Context: an optimization exercise on an open-source flow, tuned for small area, a short achievable clock period and few clock cycles per item. The choices shown serve that exercise and are no tape-out recipe. The RTL was checked by simulation tests, not by an equivalence proof against the original design.

==> flow/design.v (outline; a module is shown in full before it is edited, if it fits) <==
// module iir_fa: 10 lines
// module iir_ha: 9 lines
// module iir_df1_biquad_axis: 1072 lines
module iir_df1_biquad_axis
#(
    parameter int unsigned coeff_width  = 16,
    parameter int unsigned inout_width  = 16,
    parameter int unsigned scale_factor = 14,
    parameter int          a1_int_coeff = -31880,
    parameter int          a2_int_coeff = 15531,
    parameter int          bo_int_coeff = 167,
    parameter int          b1_int_coeff = -302,
    parameter int          b2_int_coeff = 167
) (
    input  logic                          clk,
    input  logic                          rst,
    input  logic                          s_axis_tvalid,
    input  logic signed [inout_width-1:0] s_axis_tdata,
    output logic                          m_axis_tready,
    output logic signed [inout_width-1:0] m_axis_tdata,
    output logic                          m_axis_tvalid
);
  // ...
==> flow/run.sh <==
#!/bin/bash
# synth_recipe.tcl (not shown) runs the flow's synth.tcl, then flattens the netlist and writes it again
# the make line also repeats each setting of config.mk as NAME=value (left out here)
make -C /OpenROAD-flow-scripts/flow DESIGN_CONFIG=/design/flow/config.mk WORK_HOME=/design/flow/orfs CLKGATE_MAP_FILE= SYNTH_SCRIPT=/design/flow/synth_recipe.tcl finish
==> flow/config.mk <==
export PLATFORM = sky130hd
export DESIGN_NAME = iir_df1_biquad_axis
export DESIGN_NICKNAME = iir_df1_biquad_axis
export VERILOG_FILES = /design/flow/design.v
export SDC_FILE = /design/flow/constraint.sdc
export NUM_CORES = 4
export LEC_CHECK = 0
export ABC_AREA = 1
export CAP_MARGIN = 20
export CORE_MARGIN = 2
export CORE_UTILIZATION = 40
export CTS_BUF_LIST = sky130_fd_sc_hd__clkbuf_8
export SETUP_SLACK_MARGIN = 3.0
export SLEW_MARGIN = 20
export SYNTH_HIERARCHICAL = 1
export SYNTH_MINIMUM_KEEP_SIZE = 0
==> flow/constraint.sdc <==
create_clock -name core_clock -period 7.0 [get_ports {clk}]
set_input_delay 1.4000 -clock core_clock [delete_from_list [all_inputs] [get_ports {clk}]]
set_output_delay 1.4000 -clock core_clock [all_outputs]
set_load 0.01 [all_outputs]
==> impl_results.md, run 1 <==
- Area of the multi-input gates: around 8300 um^2
- Largest registers: ga_q (27), gb_q (20), t_q (18)
- Hold endpoint: hx2_q[15]
- Largest reg by FF count: ga_q
- Worst-skew pair later-pin latency: between 0.4 and 0.5 ns
- 1st-pass router iterations: 5
- Critical path type: reg2reg
- Cell depth of the worst setup path: 10
- Final number of hold-violating endpoints: 0
- Synthesized Nets: roughly 1600
- Total gr overflow: 0
- Synth area leaders: fa_1, dfxtp_1, ha_1, inv_1, nand2_1
- Crit path capture: ga_q[9]
- Sequential portion of the cell area: 0.2054
- Critical Path End Type: flip-flop
- Critical path startpoint: yb_q[3]
- Run status: no timing/DRC/antenna violations
- RSZ-0062 raised after global routing: false
- Area-dominant class: multi-input gates
- Global Route met1 Usage: 0.2620
- RR Startpoint: yb_q[3]
- Commonest non-fill, non-tap cell in the layout: fa_1
- Site Rows: 63
- Number of different library cells in the post-synthesis netlist: 39
- Max Clock Skew: 0.01096 ns
- Slowest stage delay, CP: 0.78 ns
- M2 GR Usage: 0.2873
- RR Endpoint: ga_q[9]
- Crit-path cells: ha_1 > fa_1 > fa_1 > fa_1 > nor2_1 > nor2_1 > a221oi_1 > nand3_1 > o21ai_0 > xnor2_1
- Count of non-CTS buffers in the layout: 39
- M3 GR Usage: 0.02541
- Final worst path period share: 0.5220
- CTS H-tree lvls: 4
- Cells after Synth: between 1000 and 1500
- Avg Cell Area, Syn: 9.341 um^2
- Crit path buf inv count: 0
- Setup TNS: 0 ns
- CLK BUF: 18
Testbench counts, summed over its fixed seeds: cycles 24,024, items 24,000.
==> inputs of run 2 (changes only) <==
--- a/flow/config.mk
+++ b/flow/config.mk
@@ -12,3 +12,3 @@
 export CTS_BUF_LIST = sky130_fd_sc_hd__clkbuf_8
-export SETUP_SLACK_MARGIN = 3.0
+export SETUP_SLACK_MARGIN = 2.8
 export SLEW_MARGIN = 20
==> impl_results.md, run 2 <==
- Run status: no timing/DRC/antenna violations (unchanged)
- Die width: 176.1 um (unchanged)
- Avg Cell Area, Syn: 9.341 um^2 (unchanged)
- Total GRT Usage: 0.1810 (unchanged)
- Crit path capture: yb_q[10] (was ga_q[9])
- Area grow syn2layout: 10.03% (was 10.33%)
- Register Area: 2669 um^2 (was 2686 um^2)
- Routed Antenna Nets: 0 (unchanged)
- Max reg flops: 27 (unchanged)
- RSZ-0062 raised after global routing: true (was false)
- Number of different library cells in the post-synthesis netlist: 39 (unchanged)
- Largest registers: ga_q (27), gb_q (20), t_q (18) (unchanged)
- Reg2Reg Depth: 17 (was 10)
- Post-synth top cells: fa_1, inv_1, nand2_1, dfxtp_1, nor2_1 (unchanged)
- Slew @ Worst Pin: 0.9409 ns (was 0.9375 ns)
- 1st-pass router iterations: 5 (unchanged)
- Ys flop type: dfxtp_1 (unchanged)
- Critical path startpoint: y1_q[11] (was yb_q[3])
- Tmin final: 3.950 ns (was 3.654 ns)
- Total Routed Length: 26000 um (was 26060 um)
- Reg clk slew, reported paths: 0.08 ns (about the same)
- Largest reg by FF count: ga_q (unchanged)
- Total gr overflow: 0 (unchanged)
- Detailed Route Iter0 Violations: 479 (was 472)
- DP HPWL: 21150 um (unchanged)
- Post-Place Worst Slack: 3.062 ns (unchanged)
- Vias in the first global route: 8466 (unchanged)
- CTS H-tree lvls: 4 (unchanged)
- Slew headroom: 0.3720 (was 0.3743)
- CTS root buf: clkbuf_8 (unchanged)
- Crit Path Max Fanout: 15 (was 8)
- Fin cells: 1706 (unchanged)
- Sequential area share after synthesis: 0.2246 (unchanged)
- Yosys reg bits: 133 (unchanged)
- Worst-skew pair later-pin latency: 0.45 ns (was 0.46 ns)
- Final number of hold-violating endpoints: 0 (unchanged)
- Buffers on Ports: 35 (unchanged)
- Core area: 29400 um^2 (unchanged)
- Max Clock Skew: 0.01057 ns (was 0.01096 ns)
- Area leader, netlist: fa_1 (unchanged)
- Site Rows: 63 (unchanged)
- CTS tree: done (unchanged)
- Setup TNS: 0 ns (unchanged)
- Via count: 8047 (was 8058)
- Setup violators final: 0 (unchanged)
- Per-cell routed wire length: 15.24 um (was 15.28 um)
- # clock sinks: 133 (unchanged)
- Cells after DPL: 1674 (unchanged)
- Antenna violations before repair: 0 (unchanged)
- Clock Tree Buf Depth: 2 (unchanged)
- Mapped cell area: 11850 um^2 (unchanged)
- I/O pin cnt: 37 (unchanged)
- Final worst path period share: 0.5643 (was 0.5220)
- RR Startpoint: y1_q[11] (was yb_q[3])
- Crit path DAT: 4.33 ns (was 4.03 ns)
- Synthesized Nets: 1596 (unchanged)
- Most frequent cells in the layout: fa_1, inv_1, nand2_1 (unchanged)
- Placer congestion estimate: 0.8247 (unchanged)
- Initial core utilization: 0.4032 (unchanged)
- Critical path type: reg2reg (unchanged)
- Num CTS Buffers: 17 (unchanged)
- Setup slack, reg-to-reg: 3.05 ns (was 3.35 ns)
- Number of enable flip-flop cells after synthesis: 0 (unchanged)
- Vias per cell: 4.717 (was 4.723)
- Die ar.: 31030 um^2 (unchanged)
- CP required: 7.38 ns (about the same)
- Fin. max-slew vios: 0 (unchanged)
- RR Endpoint: yb_q[10] (was ga_q[9])
- Final worst slack: 3.050 ns (was 3.346 ns)
- Critical Path End Type: flip-flop (unchanged)
- Post-synth ARST share: 0 (unchanged)
- Cells after Synth: 1269 (unchanged)
- Diode count: 0 (unchanged)
- Pin count of the biggest net entering global routing: 42 (unchanged)
- First-pass GRT wire length: 44020 um (unchanged)
- Critical Path Source Type: flip-flop (unchanged)
- Commonest non-fill, non-tap cell in the layout: fa_1 (unchanged)
- Synth warn: 7 (unchanged)
- Most frequent cell after synthesis: fa_1 (unchanged)
- Area of the multi-input gates: 8292 um^2 (was 8310 um^2)
- Post-synth top area share: 0.3597 (unchanged)
- Post-CTS setup buffers: 0 (unchanged)
- Hold/Removal Path Class: reg2reg (unchanged)
- Achievable frequency: 253.2 MHz (was 273.7 MHz)
- Die Ht: 176.1 um (unchanged)
- # DRC: 0 (unchanged)
- NumNets Final: 1630 (unchanged)
- MaxCap Viol Count: 0 (unchanged)
- Layout cells sized above 1: 0.06459 (was 0.06763)
- Fill count: 2837 (was 2830)
- Synth area leaders: fa_1, dfxtp_1, ha_1, inv_1, nand2_1 (unchanged)
[run 2: cells by family (layout without fill, tap and decap cells)]
group                    Yosys count  count (layout)  synth area share
AO/OA/AOI/OAI                    170             170           0.08022
flip-flops                       133             133            0.2246
buffers and inverters            234             281           0.07589
XOR/XNOR                          27              27           0.01995
AND/OR/NAND/NOR                  396             396            0.1390
other                              1               1         0.0003164
adder cells (fa/ha/maj)          308             308            0.4600
[run 2: modules after synthesis, one instance, submodules excluded]
module               copies in the design  cells
iir_df1_biquad_axis                     1    963
iir_fa                                212      1
iir_ha                                 94      1
[run 2: layout make-up]
class / instances / area share
flip-flops and latches: 133 / 0.2046
inverters: 210 / 0.06044
well taps: 390 / 0.03741
multi-input cells: 902 / 0.6357
clock buffers: 18 / 0.01899
clock inverters: 14 / 0.01362
repair buffers: 39 / 0.02916
[run 2: worst min path at each step]
| stage | startpoint | end | cells after the start |
|---|---|---|---|
| 4_1_cts | hx1_q[15] | hx2_q[15] | 2 |
| 6_report | hx1_q[15] | hx2_q[15] | 2 |
| 2_1_floorplan | yb_q[13] | gb_q[17] | 0 |
| 5_1_grt | hx1_q[15] | hx2_q[15] | 2 |
| 3_3_place_gp | hx1_q[15] | hx2_q[15] | 2 |
| 3_5_place_dp | hx1_q[15] | hx2_q[15] | 2 |
[run 2: what timing repair did]
action                     CTS  global route
hold buffers                 0             0
setup endpoints to repair    0            10
resized for setup            0             5
[run 2: worst max-delay path: stages, from the launching register on]
cell     delay (ns)
dfxtp_1        0.57
fa_1           0.51
fa_1           0.46
fa_1           0.56
nor2_1         0.09
nor2_1         0.14
nand2_1        0.09
nor2_1         0.10
nand2_1        0.07
nand2_2        0.25
nand2_2        0.14
nand2_2        0.11
nand2_1        0.06
nand2_2        0.28
nand2_1        0.11
nand2_1        0.11
nand2_1        0.07
a21oi_2        0.15
[run 2: through the flow]
stage | hold slack (ns) | area [um^2] | utilization
after floorplan | 0.4715 | 11850 | -
after global placement | 0.5029 | 12610 | 0.4289
after detailed placement | 0.5027 | 12610 | 0.4289
after CTS | 0.5182 | 13040 | 0.4434
after global routing | 0.5586 | 13040 | 0.4436
final | 0.5159 | 13040 | 0.4436
[run 2: routing by layer]
layer / share of wire / track usage / wire length, um
met1: 0.49 / 0.2620 / 12860
met2: 0.45 / 0.2873 / 11640
met3: 0.046 / 0.02541 / 1192
met4: 0.012 / 0.04580 / 311
met5: 0 / 0 / 0
==> inputs of run 3 (changes only) <==
--- a/flow/config.mk
+++ b/flow/config.mk
@@ -12,3 +12,3 @@
 export CTS_BUF_LIST = sky130_fd_sc_hd__clkbuf_8
-export SETUP_SLACK_MARGIN = 2.8
+export SETUP_SLACK_MARGIN = 3.15
 export SLEW_MARGIN = 20
==> impl_results.md, run 3 <==
- Run status: no timing/DRC/antenna violations (unchanged)
- Post-synth ARST share: 0 (unchanged)
- Total Routed Length: 26570 um (was 26000 um)
- Achievable frequency: 273.8 MHz (was 253.2 MHz)
- Largest family of logic cells by synthesized area: adder cells (unchanged)
- Sequential area share after synthesis: 0.2246 (unchanged)
- I/O pin cnt: 37 (unchanged)
- First-pass GRT wire length: 44020 um (unchanged)
- Post-synth top cells: fa_1, inv_1, nand2_1, dfxtp_1, nor2_1 (unchanged)
- Gr busiest metal: met2 (unchanged)
- Routed Antenna Nets: 0 (unchanged)
- Detailed Route Iter0 Violations: 567 (was 479)
- Fin. max-slew vios: 0 (unchanged)
- Crit Path Max Fanout: 8 (was 15)
- Pin count of the biggest net entering global routing: 42 (unchanged)
- Die ar.: 31030 um^2 (unchanged)
- Setup violators final: 0 (unchanged)
- Ys flop type: dfxtp_1 (unchanged)
- Via count: 8139 (was 8047)
- M3 GR Usage: 0.02541 (unchanged)
- Slew headroom: 0.3729 (was 0.3720)
- Initial core utilization: 0.4032 (unchanged)
- Num CTS Buffers: 17 (unchanged)
- Clock Tree Buf Depth: 2 (unchanged)
- Area leader, netlist: fa_1 (unchanged)
- Critical Path End Type: flip-flop (unchanged)
- Most frequent cell after synthesis: fa_1 (unchanged)
- Synth Area in Simple Gates: 0.1390 (unchanged)
- Per-cell routed wire length: 15.48 um (was 15.24 um)
- Tmin final: 3.652 ns (was 3.950 ns)
- Commonest non-fill, non-tap cell in the layout: fa_1 (unchanged)
- Diode count: 0 (unchanged)
- Compound-cell area share of the yosys netlist: 0.08022 (unchanged)
- Setup TNS: 0 ns (unchanged)
- Post-Place Worst Slack: 3.062 ns (unchanged)
- Synth warn: 7 (unchanged)
- Total GRT Usage: 0.1810 (unchanged)
- Global Route met1 Usage: 0.2620 (unchanged)
- Hold/Removal Path Class: reg2reg (unchanged)
- CTS tree: done (unchanged)
- Max Clock Skew: 0.01056 ns (was 0.01057 ns)
- Utilization after layout: 0.4496 (was 0.4436)
- Layout cells sized above 1: 0.08597 (was 0.06459)
- CTS root buf: clkbuf_8 (unchanged)
- Fin Hold WS: 0.5162 ns (was 0.5159 ns)
- Final worst slack: 3.348 ns (was 3.050 ns)
- Hold depth: 2 (unchanged)
- RSZ-0062 raised after global routing: false (was true)
- DP HPWL: 21150 um (unchanged)
- Cells after Synth: 1269 (unchanged)
- # DRC: 0 (unchanged)
- Vias per cell: 4.743 (was 4.717)
- Die width: 176.1 um (unchanged)
- Die Ht: 176.1 um (unchanged)
- Antenna violations before repair: 0 (unchanged)
- Largest reg by FF count: ga_q (unchanged)
- Reg2Reg Depth: 16 (was 17)
- Yosys reg bits: 133 (unchanged)
- Adder-cell share of the synthesized area: 0.4600 (unchanged)
- Max reg flops: 27 (unchanged)
- Site Rows: 63 (unchanged)
- Worst-skew pair later-pin latency: 0.46 ns (was 0.45 ns)
- Xor-xnor portion of the synthesized cell area: 0.01995 (unchanged)
- Crit path DAT: 4.03 ns (was 4.33 ns)
- Fill count: 2839 (was 2837)
- Final worst path period share: 0.5217 (was 0.5643)
- MaxCap Viol Count: 0 (unchanged)
- Synthesized Nets: 1596 (unchanged)
- Reg clk slew, reported paths: 0.08 ns (about the same)
- M2 GR Usage: 0.2873 (unchanged)
- Most frequent cells in the layout: fa_1, inv_1, nand2_1 (unchanged)
- Placer congestion estimate: 0.8247 (unchanged)
- Slew @ Worst Pin: 0.9396 ns (was 0.9409 ns)
- Final number of hold-violating endpoints: 0 (unchanged)
- CP required: 7.38 ns (about the same)
- 1st-pass router iterations: 5 (unchanged)
- Number of enable flip-flop cells after synthesis: 0 (unchanged)
- # hold bufs at CTS: 0 (unchanged)
- Vias in the first global route: 8466 (unchanged)
- Largest registers: ga_q (27), gb_q (20), t_q (18) (unchanged)
- Number of different library cells in the post-synthesis netlist: 39 (unchanged)
- Area grow syn2layout: 11.51% (was 10.03%)
- NumNets Final: 1640 (was 1630)
- Buffers on Ports: 35 (unchanged)
- Mapped cell area: 11850 um^2 (unchanged)
- Core area: 29400 um^2 (unchanged)
- CTS H-tree lvls: 4 (unchanged)
- Mux contribution to synthesized area: 0 (unchanged)
- Total gr overflow: 0 (unchanged)
- Avg Cell Area, Syn: 9.341 um^2 (unchanged)
- Synth area leaders: fa_1, dfxtp_1, ha_1, inv_1, nand2_1 (unchanged)
- Critical Path Source Type: flip-flop (unchanged)
- # clock sinks: 133 (unchanged)
- Post-synth top area share: 0.3597 (unchanged)
- Critical path type: reg2reg (unchanged)
[run 3: cell counts after synthesis]
Identical to the previous run, type by type.
[run 3: repair_timing]
item                                   4_1_cts  5_1_grt
endpoints found under the hold margin        0        0
setup endpoints to repair                   29       31
pin swaps                                    0        9
buffers inserted                             0        8
gates resized for setup                      8       33
gates cloned                                 0        2
[run 3: layout make-up]
type                    count  area [um^2]  area share
clock buffers              18        247.7     0.01874
clock inverters            14        177.7     0.01344
inverters                 210        788.3     0.05964
multi-input cells         904         8373      0.6335
flip-flops and latches    133         2703      0.2045
well taps                 390        488.0     0.03692
repair buffers             47        440.4     0.03332
[run 3: worst paths after layout]
path / start / end / slack [ns]
worst min-delay path: hx1_q[15] / hx2_q[15] / 0.52
worst max register to register: ga_q[18] / yb_q[10] / 3.35
worst max-delay path: ga_q[18] / yb_q[10] / 3.35
worst min register to register: hx1_q[15] / hx2_q[15] / 0.52
[run 3: routing by layer]
| metal | up-vias | part of all wire |
|---|---|---|
| li1 | 3970 | - |
| met1 | 3960 | 0.48 |
| met2 | 182 | 0.45 |
| met3 | 27 | 0.049 |
| met4 | 0 | 0.013 |
| met5 | - | 0 |
[run 3: kinds of logic after synthesis]
group | Yosys count
DFF | 133
and+or+nand+nor | 396
AOI/OAI and AO/OA | 170
other | 1
xor gates and xnor gates | 27
adders and majority gates | 308
buffers and inverters | 234
[run 3: critical path, stage by stage, from the launching register on]
cell and delay [ns]:
dfxtp_1 0.34, fa_1 0.57, fa_1 0.45, fa_1 0.53, buf_4 0.17, nand2_1 0.06
o21a_1 0.14, nand2_2 0.09, nand2_2 0.08, nand2_4 0.08, a21oi_4 0.20, nand3b_1 0.24
nand2_4 0.21, nand2_1 0.08, nand2_1 0.10, nand2_1 0.07, a21oi_2 0.15
[run 3: modules after synthesis (local to each module, per instance)]
module | flip-flops and latches | cells | times used
iir_ha | 0 | 1 | 94
iir_df1_biquad_axis | 133 | 963 | 1
iir_fa | 0 | 1 | 212
[run 3: metrics by stage]
stage | cells | instance area, um^2
floorplan | 1269 | 11850
global placement | 1674 | 12610
detailed placement | 1674 | 12610
CTS | 1706 | 13050
global route | 1716 | 13220
finish | 1716 | 13220
==> inputs of run 4 (changes only) <==
--- a/flow/config.mk
+++ b/flow/config.mk
@@ -12,3 +12,3 @@
 export CTS_BUF_LIST = sky130_fd_sc_hd__clkbuf_8
-export SETUP_SLACK_MARGIN = 3.15
+export SETUP_SLACK_MARGIN = 3.35
 export SLEW_MARGIN = 20
==> impl_results.md, run 4 <==
- Die ar.: 31030 um^2 (unchanged)
- Finished Cell Area: 13460 um^2 (was 13220 um^2)
- Critical Path Source Type: flip-flop (unchanged)
- Largest reg by FF count: ga_q (unchanged)
- CTS root buf: clkbuf_8 (unchanged)
- Sequential area share after synthesis: 0.2246 (unchanged)
- Mapped cell area: 11850 um^2 (unchanged)
- Synthesized Nets: 1596 (unchanged)
- Run status: no timing/DRC/antenna violations (unchanged)
- Yosys reg bits: 133 (unchanged)
- CTS tree: done (unchanged)
- Final worst path period share: 0.5249 (was 0.5217)
- CTS H-tree lvls: 4 (unchanged)
- Setup TNS: 0 ns (unchanged)
- # hold bufs at CTS: 0 (unchanged)
- Buffers on Ports: 35 (unchanged)
- Hold/Removal Path Class: reg2reg (unchanged)
- CP required: 7.38 ns (about the same)
- Vias in the first global route: 8468 (was 8466)
- Synth warn: 7 (unchanged)
- Area leader, netlist: fa_1 (unchanged)
- Crit path DAT: 4.06 ns (was 4.03 ns)
- RSZ-0062 raised after global routing: true (was false)
- Total GRT Usage: 0.1812 (was 0.1810)
- Post-synth ARST share: 0 (unchanged)
- Per-cell routed wire length: 15.53 um (was 15.48 um)
- Layout cells sized above 1: 0.1228 (was 0.08597)
- Initial core utilization: 0.4032 (unchanged)
- Core area: 29400 um^2 (unchanged)
- Detailed Route Iter0 Violations: 469 (was 567)
- I/O pin cnt: 37 (unchanged)
- Die Ht: 176.1 um (unchanged)
- DP HPWL: 21150 um (unchanged)
- First-pass GRT wire length: 44040 um (was 44020 um)
- Setup violators final: 0 (unchanged)
- Synth area leaders: fa_1, dfxtp_1, ha_1, inv_1, nand2_1 (unchanged)
- Diode count: 0 (unchanged)
- Max Clock Skew: 0.01197 ns (was 0.01056 ns)
- Routed Antenna Nets: 0 (unchanged)
- Avg Cell Area, Syn: 9.341 um^2 (unchanged)
- MaxCap Viol Count: 0 (unchanged)
- Final number of hold-violating endpoints: 0 (unchanged)
- Pin count of the biggest net entering global routing: 42 (unchanged)
- Clock Tree Buf Depth: 2 (unchanged)
- Number of different library cells in the post-synthesis netlist: 39 (unchanged)
- Ys flop type: dfxtp_1 (unchanged)
- Crit Path Max Fanout: 8 (unchanged)
- NumNets Final: 1650 (was 1640)
- Post-DP Area: 12610 um^2 (unchanged)
- Total Routed Length: 26800 um (was 26570 um)
- # DRC: 0 (unchanged)
- Worst-skew pair later-pin latency: 0.46 ns (about the same)
- Fin. max-slew vios: 0 (unchanged)
- Cells after Synth: 1269 (unchanged)
- Max reg flops: 27 (unchanged)
- Post-synth top cells: fa_1, inv_1, nand2_1, dfxtp_1, nor2_1 (unchanged)
- Slew @ Worst Pin: 0.9367 ns (was 0.9396 ns)
- Most frequent cells in the layout: fa_1, inv_1, nand2_1 (unchanged)
- Slew headroom: 0.3748 (was 0.3729)
- Commonest non-fill, non-tap cell in the layout: fa_1 (unchanged)
- 1st-pass router iterations: 5 (unchanged)
- Total gr overflow: 0 (unchanged)
- Largest registers: ga_q (27), gb_q (20), t_q (18) (unchanged)
- Placer congestion estimate: 0.8247 (unchanged)
- Area grow syn2layout: 13.54% (was 11.51%)
- Number of enable flip-flop cells after synthesis: 0 (unchanged)
- Critical path type: reg2reg (unchanged)
- Critical Path End Type: flip-flop (unchanged)
- Vias per cell: 4.747 (was 4.743)
- Tmin final: 3.674 ns (was 3.652 ns)
- Most frequent cell after synthesis: fa_1 (unchanged)
- Achievable frequency: 272.2 MHz (was 273.8 MHz)
- Die width: 176.1 um (unchanged)
- Reg clk slew, reported paths: 0.09 ns (was 0.08 ns)
- Antenna violations before repair: 0 (unchanged)
- # clock sinks: 133 (unchanged)
- Via count: 8193 (was 8139)
- Post-synth top area share: 0.3597 (unchanged)
- Site Rows: 63 (unchanged)
- Num CTS Buffers: 17 (unchanged)
==> run 4: cell counts after synthesis <==
No cell type changed its count.
==> run 4: per-module statistics from Yosys, one instance, submodules excluded <==
module	flip-flops and latches	cell area, um^2	cells
iir_df1_biquad_axis	133	6434	963
iir_fa	0	20.02	1
iir_ha	0	12.51	1
==> run 4: metrics by stage <==
stage | instances | util | hold WS [ns] | worst slack (ns)
6_report | 1726 | 0.4578 | 0.5159 | 3.326
5_1_grt | 1726 | 0.4578 | 0.5586 | 3.216
4_1_cts | 1706 | 0.4444 | 0.5182 | 3.325
3_3_place_gp | 1674 | 0.4289 | 0.5029 | 3.094
3_5_place_dp | 1674 | 0.4289 | 0.5027 | 3.062
2_1_floorplan | 1269 | - | 0.4715 | 3.647
==> run 4: worst paths after layout <==
check | from | endpoint | slack (ns) | depth (start not counted)
worst max register to register | y1_q[12] | yb_q[10] | 3.33 | 15
worst min-delay path | hx1_q[15] | hx2_q[15] | 0.52 | 2
worst max-delay path | y1_q[12] | yb_q[10] | 3.33 | 15
worst min register to register | hx1_q[15] | hx2_q[15] | 0.52 | 2
==> run 4: routing by layer <==
metal / global-route usage / routed length [um] / up-vias
li1: - / - / 3998
met1: 0.2620 / 13050 / 3991
met2: 0.2877 / 12250 / 186
met3: 0.02541 / 1209 / 18
met4: 0.04580 / 296 / 0
met5: 0 / 0 / -
==> run 4: worst max-delay path, stage by stage, from the launching register on <==
cell and delay [ns]:
dfxtp_4 0.39, fa_1 0.50, fa_1 0.54, fa_1 0.55, nor2_2 0.15, o21a_1 0.15, nand2_2 0.08, nand2_2 0.09
nand2_4 0.07, a21oi_4 0.20, nand3b_1 0.24, nand2_4 0.24, nand2_2 0.08, nand2_2 0.08, nand2_2 0.06, a21oi_2 0.17
==> run 4: logic make-up (layout without fill, tap and decap cells) <==
kind of cell,count (synthesis),after routing,synth area share
other,1,1,0.0003164
XOR/XNOR,27,27,0.01995
flip-flops,133,133,0.2246
buffers and inverters,234,299,0.07589
adder cells (fa/ha/maj),308,308,0.4600
AO/OA/AOI/OAI,170,170,0.08022
AND/OR/NAND/NOR,396,398,0.1390
==> run 4: layout make-up <==
cell class / count / area (um^2)
Sequential cell: 133 / 2706
Multi-Input combinational cell: 904 / 8536
Timing Repair Buffer: 57 / 515.5
Tap cell: 390 / 488.0
Clock buffer: 18 / 247.7
Fill cell: 2820 / 15940
Inverter: 210 / 788.3
Clock inverter: 14 / 177.7
==> run 4: repair_timing <==
item                                    CTS  global route
buffers inserted                          0            18
gates resized for setup                  12            80
pin swaps                                 0            37
endpoints found under the setup margin   30            36
gates cloned                              0             2
==> inputs of run 5 (changes only) <==
--- a/flow/config.mk
+++ b/flow/config.mk
@@ -12,3 +12,4 @@
 export CTS_BUF_LIST = sky130_fd_sc_hd__clkbuf_8
-export SETUP_SLACK_MARGIN = 3.35
+export PLACE_DENSITY = 0.8
+export SETUP_SLACK_MARGIN = 3.0
 export SLEW_MARGIN = 20
==> impl_results.md, run 5 <==
- Reg2Reg Depth: 10 (was 15)
- Avg Cell Area, Syn: 9.341 um^2 (unchanged)
- CTS H-tree lvls: 4 (unchanged)
- Setup TNS: 0 ns (unchanged)
- Max Clock Skew: 0.01069 ns (was 0.01197 ns)
- Met3 wire len: 1645 um (was 1209 um)
- Die ar.: 31030 um^2 (unchanged)
- First-pass GRT wire length: 45060 um (was 44040 um)
- Post-synth ARST share: 0 (unchanged)
- Run status: no timing/DRC/antenna violations (unchanged)
- Buffers on Ports: 35 (unchanged)
- RR Startpoint: yb_q[3] (was y1_q[12])
- Critical path startpoint: yb_q[3] (was y1_q[12])
- Tmin final: 3.746 ns (was 3.674 ns)
- Setup violators final: 0 (unchanged)
- Initial core utilization: 0.4032 (unchanged)
- CP required: 7.38 ns (about the same)
- Number of enable flip-flop cells after synthesis: 0 (unchanged)
- Site Rows: 63 (unchanged)
- Area grow syn2layout: 10.76% (was 13.54%)
- Die Ht: 176.1 um (unchanged)
- Critical hold path startpoint: hx1_q[15] (unchanged)
- Critical path type: reg2reg (unchanged)
- Setup slack, reg-to-reg: 3.25 ns (was 3.33 ns)
- CTS root buf: clkbuf_8 (unchanged)
- NumNets Final: 1628 (was 1650)
- Cells after Synth: 1269 (unchanged)
- Largest reg by FF count: ga_q (unchanged)
- Hold/Removal Path Class: reg2reg (unchanged)
- Achievable frequency: 266.9 MHz (was 272.2 MHz)
- Critical Path Source Type: flip-flop (unchanged)
- Mapped cell area: 11850 um^2 (unchanged)
- Diode count: 0 (unchanged)
- Detailed Route Iter0 Violations: 634 (was 469)
- Total Routed Length: 27090 um (was 26800 um)
- # DRC: 0 (unchanged)
- Crit path capture: ga_q[9] (was yb_q[10])
- Number of different library cells in the post-synthesis netlist: 39 (unchanged)
- Post-synth top area share: 0.3597 (unchanged)
- Fin. max-slew vios: 0 (unchanged)
- Synth warn: 7 (unchanged)
- Sequential area share after synthesis: 0.2246 (unchanged)
- Critical Path End Type: flip-flop (unchanged)
- DP HPWL: 21450 um (was 21150 um)
- Reg clk slew, reported paths: 0.08 ns (was 0.09 ns)
- Yosys reg bits: 133 (unchanged)
- Max layer used: met4 (unchanged)
- MaxCap Viol Count: 0 (unchanged)
- Slew @ Worst Pin: 0.8449 ns (was 0.9367 ns)
- Most frequent cell after synthesis: fa_1 (unchanged)
- Crit path DAT: 4.12 ns (was 4.06 ns)
- Total gr overflow: 0 (unchanged)
- Core area: 29400 um^2 (unchanged)
- Per-cell routed wire length: 15.90 um (was 15.53 um)
- Synth area leaders: fa_1, dfxtp_1, ha_1, inv_1, nand2_1 (unchanged)
- Final worst path period share: 0.5352 (was 0.5249)
- CTS tree: done (unchanged)
- Most frequent cells in the layout: fa_1, inv_1, nand2_1 (unchanged)
- Routed Antenna Nets: 0 (unchanged)
- Fill count: 2610 (was 2820)
- RSZ-0062 raised after global routing: true (unchanged)
- Met1 wire length: 11190 um (was 13050 um)
- 1st-pass router iterations: 5 (unchanged)
- Total GRT Usage: 0.1872 (was 0.1812)
- Via count: 8485 (was 8193)
- Pin count of the biggest net entering global routing: 46 (was 42)
- # clock sinks: 133 (unchanged)
- Slew headroom: 0.4361 (was 0.3748)
- Vias in the first global route: 9147 (was 8468)
- Num CTS Buffers: 17 (unchanged)
- Largest registers: ga_q (27), gb_q (20), t_q (18) (unchanged)
- Worst-skew pair later-pin latency: 0.45 ns (was 0.46 ns)
- RR Endpoint: ga_q[9] (was yb_q[10])
- Met2 wire length: 13420 um (was 12250 um)
- Max reg flops: 27 (unchanged)
- Antenna violations before repair: 0 (unchanged)
- Ys flop type: dfxtp_1 (unchanged)
- Placer congestion estimate: 0.8719 (was 0.8247)
- Synthesized Nets: 1596 (unchanged)
- Layout cells sized above 1: 0.06773 (was 0.1228)
- Crit Path Max Fanout: 8 (unchanged)
- I/O pin cnt: 37 (unchanged)
- Vias per cell: 4.979 (was 4.747)
- Clock Tree Buf Depth: 2 (unchanged)
- Final number of hold-violating endpoints: 0 (unchanged)
- Die width: 176.1 um (unchanged)
- Commonest non-fill, non-tap cell in the layout: fa_1 (unchanged)
- Post-synth top cells: fa_1, inv_1, nand2_1, dfxtp_1, nor2_1 (unchanged)
- Area leader, netlist: fa_1 (unchanged)
run 5: worst min-delay path by stage:
stage | depth (start not counted) | endpoint
2_1_floorplan | 0 | gb_q[17]
3_3_place_gp | 2 | hx2_q[11]
3_5_place_dp | 2 | hx2_q[12]
4_1_cts | 2 | hx2_q[12]
5_1_grt | 2 | hx2_q[15]
6_report | 2 | hx2_q[15]
run 5: Yosys stat by module, one instance, submodules excluded:
module	cell area (um^2)	flip-flops and latches
iir_fa	20.02	0
iir_ha	12.51	0
iir_df1_biquad_axis	6434	133
run 5: final cells by class:
cell class                      instances  area, um^2  area share
Multi-Input combinational cell        902        8310      0.6330
Timing Repair Buffer                   37       365.4     0.02783
Clock inverter                         13       227.7     0.01734
Sequential cell                       133        2688      0.2047
Clock buffer                           19       261.5     0.01992
Tap cell                              390       488.0     0.03717
Inverter                              210       788.3     0.06004
run 5: metrics by stage:
stage	hold slack [ns]	cells	utilization	instance area [um^2]	worst slack, ns
final	0.5266	1704	0.4465	13130	3.254
after global routing	0.5405	1704	0.4465	13130	2.990
after CTS	0.5242	1704	0.4453	13090	3.044
after detailed placement	0.5096	1672	0.4284	12600	2.867
after global placement	0.5111	1672	0.4284	12600	3.004
after floorplan	0.4715	1269	-	11850	3.647
run 5: logic make-up after synthesis:
logic type / share of synthesized area
xor gates and xnor gates: 0.01995
adders and majority gates: 0.4600
buffers and inverters: 0.07589
DFF: 0.2246
AOI/OAI and AO/OA: 0.08022
other: 0.0003164
and+or+nand+nor: 0.1390
run 5: repair_timing:
action / in CTS / in global routing
setup buffers: 0 / 0
hold endpoints to repair: 0 / 0
gates resized for setup: 7 / 13
endpoints found under the setup margin: 23 / 30
hold buffers: 0 / 0
pin swaps: 0 / 0
run 5: critical path, stage by stage (launching register included):
cell      delay [ns]
dfxtp_1         0.75
ha_1            0.37
fa_1            0.46
fa_1            0.54
fa_1            0.47
nor2_1          0.17
nor2_1          0.08
a221oi_1        0.39
nand3_1         0.11
o21ai_0         0.16
xnor2_1         0.17
run 5: per-layer routing:
metal	vias to the layer above	GRT usage
li1	3940	-
met1	4170	0.2272
met2	316	0.3221
met3	59	0.04113
met4	0	0.07782
met5	-	0
==> inputs of run 6 (changes only) <==
--- a/flow/config.mk
+++ b/flow/config.mk
@@ -8,3 +8,3 @@
 export ABC_AREA = 1
-export CAP_MARGIN = 20
+export CAP_MARGIN = 5
 export CORE_MARGIN = 2
@@ -12,5 +12,4 @@
 export CTS_BUF_LIST = sky130_fd_sc_hd__clkbuf_8
-export PLACE_DENSITY = 0.8
 export SETUP_SLACK_MARGIN = 3.0
-export SLEW_MARGIN = 20
+export SLEW_MARGIN = 5
 export SYNTH_HIERARCHICAL = 1
==> impl_results.md, run 6 <==
- Run status: no timing/DRC/antenna violations (unchanged)
- Ys flop type: dfxtp_1 (unchanged)
- Sequential area share after synthesis: 0.2246 (unchanged)
- Via count: 8058 (was 8485)
- Worst-skew pair later-pin latency: 0.46 ns (was 0.45 ns)
- Post-synth top area share: 0.3597 (unchanged)
- RSZ-0062 raised after global routing: false (was true)
- Fin cells: 1706 (was 1704)
- CP required: 7.38 ns (about the same)
- Commonest non-fill, non-tap cell in the layout: fa_1 (unchanged)
- Antenna violations before repair: 0 (unchanged)
- Critical path type: reg2reg (unchanged)
- Global Route met1 Usage: 0.2620 (was 0.2272)
- Achievable frequency: 273.7 MHz (was 266.9 MHz)
- Clock Tree Buf Depth: 2 (unchanged)
- Placer congestion estimate: 0.8247 (was 0.8719)
- Avg Cell Area, Syn: 9.341 um^2 (unchanged)
- Slowest stage delay, CP: 0.78 ns (was 0.75 ns)
- Reg2Reg Depth: 10 (unchanged)
- Die Ht: 176.1 um (unchanged)
- Critical Path End Type: flip-flop (unchanged)
- Post-synth ARST share: 0 (unchanged)
- Reg clk slew, reported paths: 0.08 ns (about the same)
- Fin. max-slew vios: 0 (unchanged)
- Critical path startpoint: yb_q[3] (unchanged)
- Gr busiest metal: met2 (unchanged)
- Total GRT Usage: 0.1810 (was 0.1872)
- NumNets Final: 1630 (was 1628)
- Vias per cell: 4.723 (was 4.979)
- M3 GR Usage: 0.02541 (was 0.04113)
- Total gr overflow: 0 (unchanged)
- Vias in the first global route: 8466 (was 9147)
- I/O pin cnt: 37 (unchanged)
- Max reg flops: 27 (unchanged)
- Crit Path Max Fanout: 8 (unchanged)
- RR Startpoint: yb_q[3] (unchanged)
- CTS root buf: clkbuf_8 (unchanged)
- Area grow syn2layout: 10.33% (was 10.76%)
- Mapped cell area: 11850 um^2 (unchanged)
- Initial core utilization: 0.4032 (unchanged)
- Critical hold path startpoint: hx1_q[15] (unchanged)
- Cells after Synth: 1269 (unchanged)
- Slew headroom: 0.3743 (was 0.4361)
- Hold depth: 2 (unchanged)
- Die width: 176.1 um (unchanged)
- Crit-path cells: ha_1 > fa_1 > fa_1 > fa_1 > nor2_1 > nor2_1 > a221oi_1 > nand3_1 > o21ai_0 > xnor2_1 (unchanged)
- Total Routed Length: 26060 um (was 27090 um)
- Area leader, netlist: fa_1 (unchanged)
- Detailed Route Iter0 Violations: 472 (was 634)
- Synth area leaders: fa_1, dfxtp_1, ha_1, inv_1, nand2_1 (unchanged)
- Post-synth top cells: fa_1, inv_1, nand2_1, dfxtp_1, nor2_1 (unchanged)
- Number of enable flip-flop cells after synthesis: 0 (unchanged)
- Core area: 29400 um^2 (unchanged)
- MaxCap Viol Count: 0 (unchanged)
- DP HPWL: 21150 um (was 21450 um)
- Utilization after layout: 0.4448 (was 0.4465)
- Setup violators final: 0 (unchanged)
- Post-CTS setup buffers: 0 (unchanged)
- 1st-pass router iterations: 5 (unchanged)
- Number of different library cells in the post-synthesis netlist: 39 (unchanged)
- Hold endpoint: hx2_q[15] (unchanged)
- CP max-delay cell: dfxtp_1 (unchanged)
- Num CTS Buffers: 17 (unchanged)
- CP dominant cell by count: fa_1 (unchanged)
- # clock sinks: 133 (unchanged)
- Die ar.: 31030 um^2 (unchanged)
- Max Clock Skew: 0.01096 ns (was 0.01069 ns)
- Per-cell routed wire length: 15.28 um (was 15.90 um)
- Pin count of the biggest net entering global routing: 42 (was 46)
- Largest registers: ga_q (27), gb_q (20), t_q (18) (unchanged)
- Synthesized Nets: 1596 (unchanged)
- Setup slack, reg-to-reg: 3.35 ns (was 3.25 ns)
- Synth warn: 7 (unchanged)
- Hold/Removal Path Class: reg2reg (unchanged)
- Crit path DAT: 4.03 ns (was 4.12 ns)
- Routed Antenna Nets: 0 (unchanged)
- M2 GR Usage: 0.2873 (was 0.3221)
- Final worst path period share: 0.5220 (was 0.5352)
- CTS tree: done (unchanged)
- CTS H-tree lvls: 4 (unchanged)
- Most frequent cells in the layout: fa_1, inv_1, nand2_1 (unchanged)
- Layout cells sized above 1: 0.06763 (was 0.06773)
- Buffers on Ports: 35 (unchanged)
- Critical Path Source Type: flip-flop (unchanged)
- Cells after DPL: 1674 (was 1672)
- Site Rows: 63 (unchanged)
- Final number of hold-violating endpoints: 0 (unchanged)
- Setup TNS: 0 ns (unchanged)
- # DRC: 0 (unchanged)
- First-pass GRT wire length: 44020 um (was 45060 um)
- Most frequent cell after synthesis: fa_1 (unchanged)
- Slew @ Worst Pin: 0.9375 ns (was 0.8449 ns)
- Diode count: 0 (unchanged)
- Largest reg by FF count: ga_q (unchanged)
- Yosys reg bits: 133 (unchanged)
- RR Endpoint: ga_q[9] (unchanged)
- Tmin final: 3.654 ns (was 3.746 ns)
==> run 6: changes by cell type in the layout (fill, tap and decap cells not counted), moves of 2 or more <==
| cell | delta |
|---|---|
| o21ai_0 | +2 |
| clkinv_4 | +2 |
| bufinv_16 | -3 |
| o21ai_1 | -2 |
| buf_4 | +2 |
==> run 6: worst max path at each step <==
| stage | endpoint | cells past startpoint |
|---|---|---|
| 6_report | ga_q[9] | 10 |
| 5_1_grt | y1_q[4] | 17 |
| 4_1_cts | yb_q[10] | 17 |
| 3_5_place_dp | t_q[17] | 13 |
| 3_3_place_gp | t_q[17] | 13 |
| 2_1_floorplan | y1_q[10] | 18 |
==> run 6: layout make-up <==
cell class                 count  area, um^2
inverter                     210       788.3
timing repair buffer          39       380.4
tap                          390       488.0
sequential                   133        2686
fill                        2830       16320
multi-input combinational    902        8310
clock inverter                14       177.7
clock buffer                  18       247.7
==> run 6: cells by family after synthesis <==
family | after synthesis | share of synthesized area
and+or+nand+nor | 396 | 0.1390
adders and majority gates | 308 | 0.4600
buffers and inverters | 234 | 0.07589
AOI/OAI and AO/OA | 170 | 0.08022
DFF | 133 | 0.2246
xor gates and xnor gates | 27 | 0.01995
other | 1 | 0.0003164
==> run 6: modules after synthesis (local to each module, per instance) <==
module | copies in the design | area (um^2)
iir_df1_biquad_axis | 1 | 6434
iir_fa | 212 | 20.02
iir_ha | 94 | 12.51
==> run 6: stage by stage <==
step | hold WS (ns) | instance area [um^2] | worst slack (ns)
floorplan | 0.4715 | 11850 | 3.647
global placement | 0.5029 | 12610 | 3.094
detailed placement | 0.5027 | 12610 | 3.062
CTS | 0.5182 | 13040 | 3.043
global route | 0.5586 | 13080 | 3.010
finish | 0.5162 | 13080 | 3.346
==> run 6: metal layers <==
metal	part of all wire	wire length, um	up-vias
met5	0	0	-
met4	0.012	307	0
met3	0.045	1175	23
met2	0.45	11730	160
met1	0.49	12850	3923
li1	-	-	3952
==> run 6: what timing repair did <==
item	4_1_cts	5_1_grt
hold buffers	0	0
setup endpoints to repair	0	30
hold endpoints to repair	0	0
gates resized for setup	0	17
==> run 6: worst max-delay path, delay by kind of cell (launching register included) <==
kind | cells | cell delay, ns
simple gates | 3 | 0.35
compound gates | 2 | 0.48
flops | 1 | 0.78
fa+ha+maj | 4 | 1.81
xor+xnor | 1 | 0.16
==> inputs of run 7 (changes only) <==
==> flow/flow/run.sh (new file) <==
#!/bin/bash
# The standard layout (standard.sh: the ORFS flow, standard synthesis included), with
# one change: the buffers placed on the input and output ports are buf_2 cells instead of
# the delay buffers buffer_ports picks by default. Every port still gets its buffer.
set -euo pipefail
export BUFFER_PORTS_ARGS="-buffer_cell sky130_fd_sc_hd__buf_2"
bash standard.sh finish > standard_flow.log 2>&1
==> flow/standard.sh (new file) <==
#!/bin/bash
# synth_recipe.tcl (not shown) runs the flow's synth.tcl, then flattens the netlist and writes it again
# the make line also repeats each setting of config.mk as NAME=value (left out here)
make -C /OpenROAD-flow-scripts/flow DESIGN_CONFIG=/design/flow/config.mk WORK_HOME=/design/flow/orfs CLKGATE_MAP_FILE= SYNTH_SCRIPT=/design/flow/synth_recipe.tcl "${@:-finish}"
--- a/flow/config.mk
+++ b/flow/config.mk
@@ -8,3 +8,3 @@
 export ABC_AREA = 1
-export CAP_MARGIN = 5
+export CAP_MARGIN = 20
 export CORE_MARGIN = 2
@@ -13,3 +13,3 @@
 export SETUP_SLACK_MARGIN = 3.0
-export SLEW_MARGIN = 5
+export SLEW_MARGIN = 20
 export SYNTH_HIERARCHICAL = 1
removed: flow/run.sh
==> impl_results.md, run 7 <==
- Slowest stage delay, CP: 0.75 ns (was 0.78 ns)
- Total GRT Usage: 0.1791 (was 0.1810)
- Post-Place Worst Slack: 2.982 ns (was 3.062 ns)
- RR Endpoint: ga_q[9] (unchanged)
- Total gr overflow: 0 (unchanged)
- Number of different library cells in the post-synthesis netlist: 39 (unchanged)
- Synthesized Nets: 1596 (unchanged)
- Post-synth ARST share: 0 (unchanged)
- NumNets Final: 1629 (was 1630)
- Ys flop type: dfxtp_1 (unchanged)
- Finished Cell Area: 12870 um^2 (was 13080 um^2)
- Slew @ Worst Pin: 1.016 ns (was 0.9375 ns)
- Critical Path End Type: flip-flop (unchanged)
- Mapped cell area: 11850 um^2 (unchanged)
- Crit path buf inv count: 0 (unchanged)
- CP required: 7.38 ns (about the same)
- RSZ-0062 raised after global routing: false (unchanged)
- Vias in the first global route: 8261 (was 8466)
- Diode count: 0 (unchanged)
- Initial core utilization: 0.4032 (unchanged)
- # clock sinks: 133 (unchanged)
- Post-synth top area share: 0.3597 (unchanged)
- I/O pin cnt: 37 (unchanged)
- Setup slack, reg-to-reg: 3.29 ns (was 3.35 ns)
- Critical path startpoint: yb_q[1] (was yb_q[3])
- Crit Path Max Fanout: 10 (was 8)
- Buffers on Ports: 35 (unchanged)
- Crit path capture: ga_q[9] (unchanged)
- Most frequent cells in the layout: fa_1, inv_1, nand2_1 (unchanged)
- Hold/Removal Path Class: reg2reg (unchanged)
- Number of enable flip-flop cells after synthesis: 0 (unchanged)
- Commonest non-fill, non-tap cell in the layout: fa_1 (unchanged)
- DP HPWL: 21180 um (was 21150 um)
- Cells after Synth: 1269 (unchanged)
- Yosys reg bits: 133 (unchanged)
- Critical path type: reg2reg (unchanged)
- Fin Hold WS: 0.5183 ns (was 0.5162 ns)
- CTS root buf: clkbuf_8 (unchanged)
- Critical Path Source Type: flip-flop (unchanged)
- Hold depth: 2 (unchanged)
- Setup violators final: 0 (unchanged)
- MaxCap Viol Count: 0 (unchanged)
- Worst-skew pair later-pin latency: 0.46 ns (about the same)
- Antenna violations before repair: 0 (unchanged)
- Synth warn: 7 (unchanged)
- Site Rows: 63 (unchanged)
- Routed Antenna Nets: 0 (unchanged)
- CP max-delay cell: dfxtp_1 (unchanged)
- Post-CTS setup buffers: 0 (unchanged)
- Final worst path period share: 0.5301 (was 0.5220)
- Cell depth of the worst setup path: 10 (unchanged)
- Avg Cell Area, Syn: 9.341 um^2 (unchanged)
- Reg2Reg Depth: 10 (unchanged)
- Sequential area share after synthesis: 0.2246 (unchanged)
- Placer congestion estimate: 0.8067 (was 0.8247)
- Largest registers: ga_q (27), gb_q (20), t_q (18) (unchanged)
- Clock Tree Buf Depth: 2 (unchanged)
- Cells after DPL: 1673 (was 1674)
- 1st-pass router iterations: 5 (unchanged)
- Die width: 176.1 um (unchanged)
- Fin cells: 1705 (was 1706)
- CP dominant cell by count: fa_1 (unchanged)
- Final worst slack: 3.290 ns (was 3.346 ns)
- Detailed Route Iter0 Violations: 419 (was 472)
- Area leader, netlist: fa_1 (unchanged)
- Largest reg by FF count: ga_q (unchanged)
- Synth area leaders: fa_1, dfxtp_1, ha_1, inv_1, nand2_1 (unchanged)
- CTS H-tree lvls: 4 (unchanged)
- Pin count of the biggest net entering global routing: 43 (was 42)
- Setup TNS: 0 ns (unchanged)
- Die Ht: 176.1 um (unchanged)
- RR Startpoint: yb_q[1] (was yb_q[3])
- Layout cells sized above 1: 0.09278 (was 0.06763)
- Run status: no timing/DRC/antenna violations (unchanged)
- Reg clk slew, reported paths: 0.08 ns (about the same)
- Tmin final: 3.711 ns (was 3.654 ns)
- Num CTS Buffers: 17 (unchanged)
- Final number of hold-violating endpoints: 0 (unchanged)
- Most frequent cell after synthesis: fa_1 (unchanged)
- Crit path DAT: 4.09 ns (was 4.03 ns)
- Post-DP Area: 12430 um^2 (was 12610 um^2)
- Achievable frequency: 269.5 MHz (was 273.7 MHz)
- Crit-path cells: ha_1 > fa_1 > fa_1 > fa_1 > nor2_1 > nor2_1 > a221oi_1 > nand3_1 > o21ai_0 > xnor2_1 (unchanged)
- Slew headroom: 0.3216 (was 0.3743)
- Core area: 29400 um^2 (unchanged)
- Fin. max-slew vios: 0 (unchanged)
- Max Clock Skew: 0.01927 ns (was 0.01096 ns)
- CP top delay family: adder cells (unchanged)
- Vias per cell: 4.723 (about the same)
- Max reg flops: 27 (unchanged)
- Via count: 8053 (was 8058)
- CTS tree: done (unchanged)
- Die ar.: 31030 um^2 (unchanged)
- Post-synth top cells: fa_1, inv_1, nand2_1, dfxtp_1, nor2_1 (unchanged)
- First-pass GRT wire length: 43230 um (was 44020 um)
- Area grow syn2layout: 8.592% (was 10.33%)
- Per-cell routed wire length: 15.13 um (was 15.28 um)
- # DRC: 0 (unchanged)
- Total Routed Length: 25790 um (was 26060 um)
## run 7: cell counts after synthesis
No cell type changed its count.
## run 7: cells by family after synthesis
logic type / synth area share
and+or+nand+nor: 0.1390
AOI/OAI and AO/OA: 0.08022
other: 0.0003164
adders and majority gates: 0.4600
buffers and inverters: 0.07589
xor gates and xnor gates: 0.01995
DFF: 0.2246
## run 7: worst min-delay path by stage
stage | startpoint | endpoint | slack (ns)
floorplan | yb_q[13] | gb_q[17] | 0.47
global placement | hx1_q[15] | hx2_q[15] | 0.51
detailed placement | hx1_q[15] | hx2_q[15] | 0.50
CTS | hx1_q[15] | hx2_q[15] | 0.52
global route | hx1_q[15] | hx2_q[15] | 0.56
finish | hx1_q[15] | hx2_q[15] | 0.52
## run 7: per-stage QoR
stage	util
2_1_floorplan	-
3_3_place_gp	0.4227
3_5_place_dp	0.4227
4_1_cts	0.4370
5_1_grt	0.4378
6_report	0.4378
## run 7: cell type report
| type | instances | area, um^2 |
|---|---|---|
| timing repair buffer | 38 | 197.7 |
| tap | 390 | 488.0 |
| clock inverter | 14 | 171.4 |
| clock buffer | 18 | 247.7 |
| inverter | 210 | 788.3 |
| sequential | 133 | 2678 |
| fill | 2863 | 16530 |
| multi-input combinational | 902 | 8302 |
## run 7: Yosys stat by module (local to each module, per instance)
module	cells inside	area (um^2)	flops+latches
iir_fa	1	20.02	0
iir_ha	1	12.51	0
iir_df1_biquad_axis	963	6434	133
## run 7: what timing repair did
| action | in CTS | in global routing |
|---|---|---|
| setup endpoints to repair | 8 | 30 |
| resized for setup | 1 | 11 |
| hold buffers | 0 | 0 |
## run 7: per-layer routing
metal  routed length (um)  GRT usage
met5                    0          0
met4                  306    0.04787
met3                 1021    0.02347
met2                11750     0.2833
met1                12710     0.2598
## run 7: worst min-delay path: stages, from the launching register on
cell and delay, ns:
dfxtp_1 0.33, nor2_1 0.10, nor2_1 0.05

-- static timing again, ports no longer ideal --
The flow's constraints put no driver on any port. The routed layouts listed below were extracted and timed again, unchanged, in two steps. Step 1 sets driving cells, clkbuf_16 on the clock port and buf_2 on the other inputs (assumed; they add their load-dependent delay and slew). Step 2 times the ports against the registers' clock, not the clock port: input delays grow and output delays shrink by t, the midpoint of the rising clock arrivals with the driver on. Three values: ideal, step 1, step 2; two values: the first two.
| run | shift t [ns] | slack for setup (ns) | worst hold slack (ns) | worst register clock-pin slew, ns | worst slew at a driven data input, ns |
|---|---|---|---|---|---|
| run 1 | 0.487 | 3.346 / 3.346 / 3.094 | 0.516 / 0.516 / 0.516 | 0.09 / 0.09 | 0.04 |
| run 2 | 0.486 | 3.050 / 3.050 / 3.050 | 0.516 / 0.516 / 0.516 | 0.09 / 0.09 | 0.04 |
| run 3 | 0.486 | 3.348 / 3.348 / 3.087 | 0.516 / 0.516 / 0.516 | 0.09 / 0.09 | 0.04 |
| run 4 | 0.489 | 3.326 / 3.326 / 3.178 | 0.516 / 0.516 / 0.516 | 0.09 / 0.09 | 0.04 |
| run 5 | 0.490 | 3.254 / 3.254 / 3.125 | 0.527 / 0.527 / 0.527 | 0.08 / 0.08 | 0.03 |
| run 6 | 0.487 | 3.346 / 3.346 / 3.094 | 0.516 / 0.516 / 0.516 | 0.09 / 0.09 | 0.04 |
| run 7 | 0.489 | 3.290 / 3.290 / 3.290 | 0.518 / 0.518 / 0.518 | 0.09 / 0.09 | 0.05 |
After both steps setup and hold are still met in every run listed. For run 3, which loses most, drivers alone change the setup slack by 0.000 ns; drivers and shift together by -0.261 ns.
